This design comes from an exercise in tuning for a short achievable clock period and few clock cycles on the open sky130 flow, not from production work. RTL that was checked went through simulation tests only; none was proved equivalent to the original. No driver is modelled on the clock port, so clock power and skew are understated where the tree is cut down; a real chip needs a root buffer or a tree. Power figures rest on the tool's default switching activity, not on a simulated workload.

// axi_mem
module axi_mem (
  input  wire        aclk,
  input  wire        arstn,
  input  wire [3:0]  arid,
  input  wire [31:0] araddr,
  input  wire [3:0]  arlen,
  input  wire [2:0]  arsize,
  input  wire        arvalid,
  output wire        arready,
  input  wire [3:0]  awid,
  input  wire [31:0] awaddr,
  input  wire [3:0]  awlen,
  input  wire [2:0]  awsize,
  input  wire        awvalid,
  output wire        awready,
  input  wire [31:0] wdata,
  input  wire [3:0]  wstrb,
  input  wire        wlast,
  input  wire        wvalid,
  output wire        wready,
  output wire [3:0]  rid,
  output wire [31:0] rdata,
  output wire [1:0]  rresp,
  output wire        rlast,
  output wire        rvalid,
  input  wire        rready,
  output wire [3:0]  bid,
  output wire [1:0]  bresp,
  output wire        bvalid,
  input  wire        bready
);
For scale: ~3300 cells after synthesis, about 1400 flip-flops, about 180 I/O pins.
Settings: LEC_CHECK=0, CAP_MARGIN=20, CORE_MARGIN=2, CORE_UTILIZATION=50, PLACE_DENSITY=0.75, SETUP_SLACK_MARGIN=4.0, SLEW_MARGIN=20, TNS_END_PERCENT=100; clock period 6.0 ns.
standard.sh (not shown) runs the stock make flow with config.mk's settings and CLKGATE_MAP_FILE= SYNTH_SCRIPT=/design/flow/synth_recipe.tcl, a recipe that flattens the netlist after the stock synthesis.
==> flow/flow/run.sh <==
#!/bin/bash
# Standard ORFS flow (the standard.sh) with three changes:
# - the ports get sky130_fd_sc_hd__buf_8 buffers (sized later as usual)
#   instead of the delay cells buffer_ports picks by default;
# - before CTS, flow/move_hook.tcl moves each output's flip-flop next to the
#   port's output buffer;
# - the clock tree is built by flow/cts_hook.tcl (sourced before CTS; it
#   replaces clock_tree_synthesis): 4 root buffers on the clock port, each
#   driving the leaf buffers of one quadrant.
# The make output goes to standard_flow.log; each tool's own logs stay under
# orfs/logs.
set -euo pipefail
export FLOW_CTS_LEAVES=56
export FLOW_CTS_LEAF_CELL=sky130_fd_sc_hd__clkbuf_16
export FLOW_CTS_ROOT_CELL=sky130_fd_sc_hd__buf_16
export FLOW_MOVE_OUTPUTS=1
cat flow/move_hook.tcl flow/cts_hook.tcl > pre_cts.tcl
bash standard.sh finish PRE_CTS_TCL=$PWD/pre_cts.tcl \
  BUFFER_PORTS_ARGS="-buffer_cell sky130_fd_sc_hd__buf_8" > standard_flow.log 2>&1
Other scripts of this flow, unchanged in this note and not shown: flow/flow/cts_hook.tcl, flow/flow/move_hook.tcl
Testbench counts at the start, summed over its fixed seeds: cycles 84,364.
Rerun with:
Settings changed: CORE_UTILIZATION 50 to 55.
What happened: The changed run produced a clean layout; cell count goes down by 2.2%; worst setup slack improves by 13 ps; power goes down by 0.84%; wire length goes up by 0.44%; sequential power barely changes; cell area goes down by about 0.5%; utilization goes up by 5.2 points; global-route usage goes up by 3.2 points; clock skew hardly moves; via count goes down by about 0.3%.
In every run of this note, the design's own scripts or RTL, not TritonCTS, make the clock network.

---

axi_mem, a different RTL version from the one above (not shown whole).
For scale: roughly 1400 flip-flops, roughly 180 I/O pins.
clock: 6.0 ns
lec_check: 0
cap_margin: 20
core_margin: 2
core_utilization: 55
setup_slack_margin: 4.0
slew_margin: 20
tns_end_percent: 100
==> flow/flow/run.sh <==
#!/bin/bash
# Standard ORFS flow (the standard.sh) with three changes:
# - the ports get sky130_fd_sc_hd__buf_8 buffers (sized later as usual)
#   instead of the delay cells buffer_ports picks by default;
# - before CTS, flow/move_hook.tcl moves each output's flip-flop next to the
#   port's output buffer;
# - the clock tree is built by flow/cts_hook.tcl (sourced before CTS; it
#   replaces clock_tree_synthesis): 4 root buffers on the clock port, each
#   driving the leaf buffers of one quadrant.
# The make output goes to standard_flow.log; each tool's own logs stay under
# orfs/logs.
set -euo pipefail
export FLOW_CTS_LEAVES=64
export FLOW_CTS_LEAF_CELL=sky130_fd_sc_hd__clkbuf_16
export FLOW_CTS_ROOT_CELL=sky130_fd_sc_hd__clkbuf_16
export FLOW_MOVE_OUTPUTS=1
cat flow/move_hook.tcl flow/cts_hook.tcl > pre_cts.tcl
bash standard.sh finish PRE_CTS_TCL=$PWD/pre_cts.tcl \
  BUFFER_PORTS_ARGS="-buffer_cell sky130_fd_sc_hd__buf_8" > standard_flow.log 2>&1
Other scripts of this flow, unchanged in this note and not shown: flow/flow/cts_hook.tcl, flow/flow/move_hook.tcl
The first run went through all stages and came out clean.
Rerun with:
- PLACE_DENSITY: not set -> 0.75
Total power rises by 0.96%.
Sequential power stays flat.
Routed wire length falls by 2.9%.
Synthesized cell count does not change.
Setup slack gets better by 35 ps.
Register-to-register slack gets worse by 130 ps.
Via count rises by about 3%.
Combinational power is about the same.
Maximum frequency rises by 1.5%.
Cell area rises by 0.44%.
No run of this note included a check of the RTL's function; only the layout flow was run. No run of this note takes its clock network from TritonCTS; it comes from the design's own scripts or RTL.

---

RTL: one of the versions met above, not the one the previous note started from.
For scale: ~3300 cells after synthesis, about 1400 flip-flops, about 51000 µm² of cells after synthesis.
==> flow/config.mk <==
export PLATFORM = sky130hd
export DESIGN_NAME = axi_mem
export DESIGN_NICKNAME = axi_mem
export VERILOG_FILES = /design/flow/design.v
export SDC_FILE = /design/flow/constraint.sdc
export NUM_CORES = 4
export LEC_CHECK = 0
export CAP_MARGIN = 20
export CORE_MARGIN = 2
export CORE_UTILIZATION = 55
export SETUP_SLACK_MARGIN = 4.0
export SLEW_MARGIN = 20
export TNS_END_PERCENT = 100
==> flow/constraint.sdc <==
create_clock -name core_clock -period 6.0 [get_ports {aclk}]
set_input_delay 1.2000 -clock core_clock [delete_from_list [all_inputs] [get_ports {aclk}]]
set_output_delay 1.2000 -clock core_clock [all_outputs]
set_load 0.01 [all_outputs]
==> flow/flow/run.sh <==
#!/bin/bash
# Standard ORFS flow (the standard.sh) with three changes:
# - the ports get sky130_fd_sc_hd__buf_8 buffers (sized later as usual)
#   instead of the delay cells buffer_ports picks by default;
# - before CTS, flow/move_hook.tcl moves each output's flip-flop next to the
#   port's output buffer;
# - the clock tree is built by flow/cts_hook.tcl (sourced before CTS; it
#   replaces clock_tree_synthesis): 4 root buffers on the clock port, each
#   driving the leaf buffers of one quadrant.
# The make output goes to standard_flow.log; each tool's own logs stay under
# orfs/logs.
set -euo pipefail
export FLOW_CTS_LEAVES=56
export FLOW_CTS_LEAF_CELL=sky130_fd_sc_hd__clkbuf_16
export FLOW_CTS_ROOT_CELL=sky130_fd_sc_hd__clkbuf_16
export FLOW_MOVE_OUTPUTS=1
cat flow/move_hook.tcl flow/cts_hook.tcl > pre_cts.tcl
bash standard.sh finish PRE_CTS_TCL=$PWD/pre_cts.tcl \
  BUFFER_PORTS_ARGS="-buffer_cell sky130_fd_sc_hd__buf_8" > standard_flow.log 2>&1
==> flow/flow/cts_hook.tcl <==
# Clock tree built by hand: the clock port drives 4 root buffers (one per
# quadrant of the sinks), each root drives the leaf buffers of its quadrant,
# and each leaf drives a compact, equal-sized group of flip-flop clock pins.
# Every sink sits behind exactly two buffers of the same type, so the tree is
# balanced; it replaces TritonCTS, which adds a third level.
proc my_bisect {pts nleaf} {
  # pts: list of {x y iterm}; split along the longer side into groups whose
  # sizes follow the number of leaves on each side
  if {$nleaf <= 1} { return [list $pts] }
  set xs [lmap p $pts {lindex $p 0}]
  set ys [lmap p $pts {lindex $p 1}]
  set w [expr {[tcl::mathfunc::max {*}$xs] - [tcl::mathfunc::min {*}$xs]}]
  set h [expr {[tcl::mathfunc::max {*}$ys] - [tcl::mathfunc::min {*}$ys]}]
  set k [expr {$w >= $h ? 0 : 1}]
  set s [lsort -integer -index $k $pts]
  set n [llength $s]
  set n1 [expr {$nleaf / 2}]
  set n2 [expr {$nleaf - $n1}]
  set m [expr {($n * $n1) / $nleaf}]
  return [concat [my_bisect [lrange $s 0 [expr {$m - 1}]] $n1] \
                 [my_bisect [lrange $s $m end] $n2]]
}

proc my_centroid {pts} {
  set sx 0; set sy 0
  foreach p $pts { set sx [expr {$sx + [lindex $p 0]}]; set sy [expr {$sy + [lindex $p 1]}] }
  set n [llength $pts]
  return [list [expr {$sx / $n}] [expr {$sy / $n}]]
}

proc clock_tree_synthesis {args} {
  if {[info exists ::env(FLOW_MOVE_OUTPUTS)] && $::env(FLOW_MOVE_OUTPUTS)} {
    my_move_output_flops
  }
  set nroot 4
  set nleaf $::env(FLOW_CTS_LEAVES)
  set leafcell $::env(FLOW_CTS_LEAF_CELL)
  set rootcell $::env(FLOW_CTS_ROOT_CELL)
  set db [ord::get_db]
  set block [ord::get_db_block]
  set clk [$block findNet aclk]
  set lm [$db findMaster $leafcell]
  set rm [$db findMaster $rootcell]
  set pts {}
  foreach it [$clk getITerms] {
    set bb [[$it getInst] getBBox]
    lappend pts [list [expr {([$bb xMin] + [$bb xMax]) / 2}] [expr {([$bb yMin] + [$bb yMax]) / 2}] $it]
  }
  puts "my_cts: [llength $pts] sinks, $nroot roots, $nleaf leaves"
  set per_root [expr {$nleaf / $nroot}]
  set quads [my_bisect $pts $nroot]
  set li 0
  set ri 0
  foreach q $quads {
    set rnet [odb::dbNet_create $block "clknet_root_$ri"]
    $rnet setSigType CLOCK
    set leaves [my_bisect $q $per_root]
    set lpts {}
    foreach g $leaves {
      set c [my_centroid $g]
      set inst [odb::dbInst_create $block $lm "clkbuf_leaf_$li"]
      $inst setLocation [lindex $c 0] [lindex $c 1]
      $inst setPlacementStatus PLACED
      set lnet [odb::dbNet_create $block "clknet_leaf_$li"]
      $lnet setSigType CLOCK
      foreach p $g {
        set it [lindex $p 2]
        $it disconnect
        $it connect $lnet
      }
      [$inst findITerm X] connect $lnet
      [$inst findITerm A] connect $rnet
      lappend lpts [list [lindex $c 0] [lindex $c 1]]
      puts "my_cts: leaf $li root $ri sinks [llength $g] at $c"
      incr li
    }
    set c [my_centroid $lpts]
    set rinst [odb::dbInst_create $block $rm "clkbuf_root_$ri"]
    $rinst setLocation [lindex $c 0] [lindex $c 1]
    $rinst setPlacementStatus PLACED
    [$rinst findITerm X] connect $rnet
    [$rinst findITerm A] connect $clk
    puts "my_cts: root $ri at $c"
    incr ri
  }
  global_connect
  set_propagated_clock [all_clocks]
}
Other scripts of this flow, unchanged in this note and not shown: flow/flow/move_hook.tcl
Testbench counts at the start, summed over its fixed seeds: cycles 84,364.
Next try:
--- a/flow/flow/run.sh
+++ b/flow/flow/run.sh
@@ -13 +13 @@
-export FLOW_CTS_LEAVES=56
+export FLOW_CTS_LEAVES=52
@@ -15 +15 @@
-export FLOW_CTS_ROOT_CELL=sky130_fd_sc_hd__clkbuf_16
+export FLOW_CTS_ROOT_CELL=sky130_fd_sc_hd__buf_16
PLACE_DENSITY = 0.75   (was unset)
Hold slack stays flat.
Maximum frequency is higher slightly.
Global-route usage is lower by 2.3 points.
Design area is about the same.
Flip-flop and latch count is unchanged.
Next try:
--- a/flow/flow/run.sh
+++ b/flow/flow/run.sh
@@ -13 +13 @@
-export FLOW_CTS_LEAVES=52
+export FLOW_CTS_LEAVES=56
PLACE_DENSITY = 0.8   (was 0.75)
The new run passed the timing, DRC and antenna checks.
Routed wire length stays flat.
Sequential share of layout area hardly moves.
Total power is about the same.
Cell area stays flat.
Worst setup slack degrades by 14 ps.
Next try:
--- a/flow/flow/run.sh
+++ b/flow/flow/run.sh
@@ -15 +15 @@
-export FLOW_CTS_ROOT_CELL=sky130_fd_sc_hd__buf_16
+export FLOW_CTS_ROOT_CELL=sky130_fd_sc_hd__clkbuf_16
CORE_UTILIZATION = 65   (was 55)
PLACE_DENSITY = unset   (was 0.8)
Setup slack loses 11 ps.
Synthesized cell count stays the same.
Wire length climbs by 3.3%.
Synthesized area is unchanged.
Next try:
--- a/flow/flow/run.sh
+++ b/flow/flow/run.sh
@@ -3 +3 @@
-# - the ports get sky130_fd_sc_hd__buf_8 buffers (sized later as usual)
+# - the ports get sky130_fd_sc_hd__buf_4 buffers (sized later as usual)
@@ -15 +15 @@
-export FLOW_CTS_ROOT_CELL=sky130_fd_sc_hd__clkbuf_16
+export FLOW_CTS_ROOT_CELL=sky130_fd_sc_hd__buf_16
@@ -19 +19 @@
-  BUFFER_PORTS_ARGS="-buffer_cell sky130_fd_sc_hd__buf_8" > standard_flow.log 2>&1
+  BUFFER_PORTS_ARGS="-buffer_cell sky130_fd_sc_hd__buf_4" > standard_flow.log 2>&1
--- a/flow/flow/cts_hook.tcl
+++ b/flow/flow/cts_hook.tcl
@@ -4,2 +4,2 @@
-# Every sink sits behind exactly two buffers of the same type, so the tree is
-# balanced; it replaces TritonCTS, which adds a third level.
+# Every sink sits behind exactly one root and one leaf buffer, so the tree
+# is balanced; it replaces TritonCTS, which adds a third level.
CORE_UTILIZATION = 55   (was 65)
PLACE_DENSITY = 0.75   (was unset)
Maximum frequency rose by 1.9%.
Hold slack degrades by 8.6 ps.
Global-route usage fell by 6.5 points.
Utilization fell by 12 points.
Area after synthesis does not change.
Final cell count rose by 4.5%.
Synthesized cell count is unchanged.
Setup slack improves by 40 ps.
Die area rose by 18%.
Routed wire length fell by 2.5%.
Next try:
--- a/flow/flow/run.sh
+++ b/flow/flow/run.sh
@@ -3 +3 @@
-# - the ports get sky130_fd_sc_hd__buf_4 buffers (sized later as usual)
+# - the ports get sky130_fd_sc_hd__buf_8 buffers (sized later as usual)
@@ -15 +15 @@
-export FLOW_CTS_ROOT_CELL=sky130_fd_sc_hd__buf_16
+export FLOW_CTS_ROOT_CELL=sky130_fd_sc_hd__clkbuf_16
@@ -19 +19 @@
-  BUFFER_PORTS_ARGS="-buffer_cell sky130_fd_sc_hd__buf_4" > standard_flow.log 2>&1
+  BUFFER_PORTS_ARGS="-buffer_cell sky130_fd_sc_hd__buf_8" > standard_flow.log 2>&1
--- a/flow/flow/cts_hook.tcl
+++ b/flow/flow/cts_hook.tcl
@@ -4,2 +4,2 @@
-# Every sink sits behind exactly one root and one leaf buffer, so the tree
-# is balanced; it replaces TritonCTS, which adds a third level.
+# Every sink sits behind exactly two buffers of the same type, so the tree is
+# balanced; it replaces TritonCTS, which adds a third level.
Result: Worst hold slack barely changes; utilization came out higher by 1.3 points; setup slack degrades by 25 ps; maximum frequency falls by 1.1%; cell count is higher by 0.38%; die area is unchanged; final area increases by 2.0%; power went up by 0.66%; via count hardly moves; routed wire length falls by 0.32%; clock power decreases by about 0.9%.
In every run of this note, the design's own scripts or RTL, not TritonCTS, make the clock network.

---

axi_mem, a different RTL version from the one above (not shown whole).
Size in the first run: about 2,500 cells after synthesis, about 180 I/O pins.
clock: 6.0 ns
lec_check: 0
cap_margin: 20
core_margin: 2
core_utilization: 40
setup_slack_margin: 4.0
slew_margin: 20
tns_end_percent: 100
run.sh (not shown) runs the stock make flow with config.mk's settings and CLKGATE_MAP_FILE= SYNTH_SCRIPT=/design/flow/synth_recipe.tcl, a recipe that flattens the netlist after the stock synthesis.
Stock flow here: none of the scripts above is used.
Change:
ABC_CLOCK_PERIOD_IN_PS = 2000   (was not set)
CORE_UTILIZATION = 60   (was 40)
What happened: Non-clock buffer count went up by 24; sequential share of layout area goes up by 0.60 points; wire length barely changes; via count went up slightly; design area is lower slightly; critical path depth does not change; sequential power barely changes; worst hold slack stays flat.
Change:
ABC_CLOCK_PERIOD_IN_PS = not set   (was 2000)
CORE_UTILIZATION = 40   (was 60)
SETUP_SLACK_MARGIN = not set   (was 4.0)
TNS_END_PERCENT = not set   (was 100)
Global-route usage is lower by 13 points.
Core utilization drops by 28 points.
Worst setup slack loses 1200 ps.
Wire length shrinks by 14%.
Power came out lower by 0.88%.
Register-to-register slack is worse by 680 ps.
Sequential power barely changes.
Cell area drops by 7.0%.
Combinational power is lower by 45%.
Cell count came out higher by 8.9%.
Maximum frequency goes down by 30%.
Function was not checked in any run of this note: the RTL went through the layout flow alone.

---

Another version of the RTL of axi_mem (not shown whole).
For scale: roughly 2900 cells after synthesis, about 1300 flip-flops, roughly 180 I/O pins, ~47000 um^2 of cells after synthesis.
Design axi_mem, start of the top module:
module axi_mem (
  input  wire        aclk,
  input  wire        arstn,
  input  wire [3:0]  arid,
  input  wire [31:0] araddr,
  input  wire [3:0]  arlen,
  input  wire [2:0]  arsize,
  input  wire        arvalid,
  output wire        arready,
  input  wire [3:0]  awid,
  input  wire [31:0] awaddr,
  input  wire [3:0]  awlen,
  input  wire [2:0]  awsize,
  input  wire        awvalid,
  output wire        awready,
  input  wire [31:0] wdata,
  input  wire [3:0]  wstrb,
  input  wire        wlast,
  input  wire        wvalid,
  output wire        wready,
  output wire [3:0]  rid,
  output wire [31:0] rdata,
  output wire [1:0]  rresp,
  output wire        rlast,
  output wire        rvalid,
  input  wire        rready,
  output wire [3:0]  bid,
  output wire [1:0]  bresp,
  output wire        bvalid,
  input  wire        bready
);
  reg [1023:0] mem;
  reg [31:0]   wsel;      
  reg [3:0]    s1_ben;    
  reg [31:0]   s1_data;
  integer      i;
  always @(posedge aclk) begin
    for (i = 0; i < 128; i = i + 1)
      if (s1_ben[i%4] && wsel[i/4]) mem[8*i +: 8] <= s1_data[8*(i%4) +: 8];
  end
  reg        r_busy;      
  wire       r_idle = ~r_busy;    
  reg        arready_q;   
  reg        r_start;     
  reg        rvalid_q;
  reg [1:0]  ra;          
  reg [4:0]  rw;          
  reg [31:0] rsel;        
  reg        rhz, rho;    
  reg [2:0]  rsz;
  reg [3:0]  rcnt;        
  reg [3:0]  rid_q;
  reg [31:0] rdata_q;
  reg        rerr_q, rlast_q;
  wire       r_end  = rvalid_q & rready & rlast_q;
  ...
==> flow/config.mk <==
export PLATFORM = sky130hd
export DESIGN_NAME = axi_mem
export DESIGN_NICKNAME = axi_mem
export VERILOG_FILES = /design/flow/design.v
export SDC_FILE = /design/flow/constraint.sdc
export NUM_CORES = 4
export LEC_CHECK = 0
export CAP_MARGIN = 20
export CORE_MARGIN = 2
export CORE_UTILIZATION = 55
export SETUP_SLACK_MARGIN = 4.0
export SLEW_MARGIN = 20
export TNS_END_PERCENT = 100
==> flow/constraint.sdc <==
create_clock -name core_clock -period 6.0 [get_ports {aclk}]
set_input_delay 1.2000 -clock core_clock [delete_from_list [all_inputs] [get_ports {aclk}]]
set_output_delay 1.2000 -clock core_clock [all_outputs]
set_load 0.01 [all_outputs]
standard.sh (not shown) runs the stock make flow with config.mk's settings and CLKGATE_MAP_FILE= SYNTH_SCRIPT=/design/flow/synth_recipe.tcl, a recipe that flattens the netlist after the stock synthesis.
==> flow/flow/run.sh <==
#!/bin/bash
# Standard ORFS flow (the standard.sh) with three changes:
# - the ports get sky130_fd_sc_hd__buf_8 buffers (sized later as usual)
#   instead of the delay cells buffer_ports picks by default;
# - before CTS, flow/move_hook.tcl moves each output's flip-flop next to the
#   port's output buffer;
# - the clock tree is built by flow/cts_hook.tcl (sourced before CTS; it
#   replaces clock_tree_synthesis): 4 root buffers on the clock port, each
#   driving the leaf buffers of one quadrant.
# The make output goes to standard_flow.log; each tool's own logs stay under
# orfs/logs.
set -euo pipefail
export FLOW_CTS_LEAVES=64
export FLOW_CTS_LEAF_CELL=sky130_fd_sc_hd__clkbuf_16
export FLOW_CTS_ROOT_CELL=sky130_fd_sc_hd__clkbuf_16
export FLOW_MOVE_OUTPUTS=1
cat flow/move_hook.tcl flow/cts_hook.tcl > pre_cts.tcl
bash standard.sh finish PRE_CTS_TCL=$PWD/pre_cts.tcl \
  BUFFER_PORTS_ARGS="-buffer_cell sky130_fd_sc_hd__buf_8" > standard_flow.log 2>&1
Other scripts of this flow, unchanged in this note and not shown: flow/flow/cts_hook.tcl, flow/flow/move_hook.tcl
The starting point finished with timing, DRC and antenna clean.
Testbench counts at the start, summed over its fixed seeds: cycles 84,364.
Edit:
- PLACE_DENSITY: unset -> 0.75
Outcome: Hold slack loses 3.6 ps; total power climbs by 2.4%; wire length drops by 1.2%; worst setup slack loses 23 ps; global-route usage drops by 1.2 points; design area climbs by 1.1%; via count climbs by 4.0%.
No run of this note takes its clock network from TritonCTS; it comes from the design's own scripts or RTL.

[re-timing with driven ports]
In the flow no input, the clock included, has a driving cell. The finished layouts below were timed again as built, in two steps. Step 1 assumes that a clkbuf_16 drives the clock port and a buf_2 every other input. Step 2, shift: input delay + t, output delay - t, t = (earliest + latest rising clock arrival at the registers) / 2. This alone moves slack from input paths to output paths. a / b / c = no drivers / after step 1 / after step 2; a / b = the first two.
| run | shift t [ns] | setup slack, ns | hold WS [ns] | worst register clock-pin slew, ns |
|---|---|---|---|---|
| the first run of note 1 | 0.625 | 3.806 / 3.629 / 3.443 | 0.321 / 0.321 / 0.321 | 0.11 / 0.11 |
| the second run of note 1 | 0.619 | 3.819 / 3.651 / 3.427 | 0.323 / 0.323 / 0.323 | 0.10 / 0.10 |
| the first run of note 2 | 0.653 | 3.661 / 3.568 / 3.108 | 0.324 / 0.324 / 0.324 | 0.10 / 0.10 |
| the second run of note 2 | 0.663 | 3.695 / 3.567 / 3.127 | 0.329 / 0.329 / 0.329 | 0.10 / 0.10 |
| the first run of note 3 | 0.637 | 3.781 / 3.624 / 3.345 | 0.325 / 0.325 / 0.325 | 0.11 / 0.11 |
| the second run of note 3 | 0.615 | 3.809 / 3.634 / 3.480 | 0.323 / 0.323 / 0.323 | 0.11 / 0.11 |
| the third run of note 3 | 0.622 | 3.795 / 3.623 / 3.433 | 0.330 / 0.330 / 0.330 | 0.11 / 0.11 |
| the fourth run of note 3 | 0.617 | 3.784 / 3.635 / 3.408 | 0.331 / 0.331 / 0.331 | 0.11 / 0.11 |
| the fifth run of note 3 | 0.625 | 3.824 / 3.651 / 3.417 | 0.322 / 0.322 / 0.322 | 0.11 / 0.11 |
| the sixth run of note 3 | 0.625 | 3.799 / 3.646 / 3.471 | 0.322 / 0.322 / 0.322 | 0.10 / 0.10 |
| the first run of note 4 | 0.820 | 3.321 / 3.243 / 3.048 | 0.321 / 0.321 / 0.321 | 0.07 / 0.07 |
| the second run of note 4 | 0.794 | 3.310 / 3.239 / 3.158 | 0.323 / 0.323 / 0.323 | 0.07 / 0.07 |
| the third run of note 4 | 0.801 | 2.159 / 2.087 / 2.760 | 0.325 / 0.325 / 0.325 | 0.07 / 0.07 |
| the first run of note 5 | 0.637 | 3.669 / 3.590 / 3.131 | 0.542 / 0.537 / 0.542 | 0.09 / 0.09 |
| the second run of note 5 | 0.639 | 3.647 / 3.595 / 3.116 | 0.538 / 0.538 / 0.538 | 0.09 / 0.09 |
After both steps setup and hold are still met in every run listed. For the second run of note 2, which loses most, drivers alone change the setup slack by -0.128 ns; drivers and shift together by -0.568 ns.
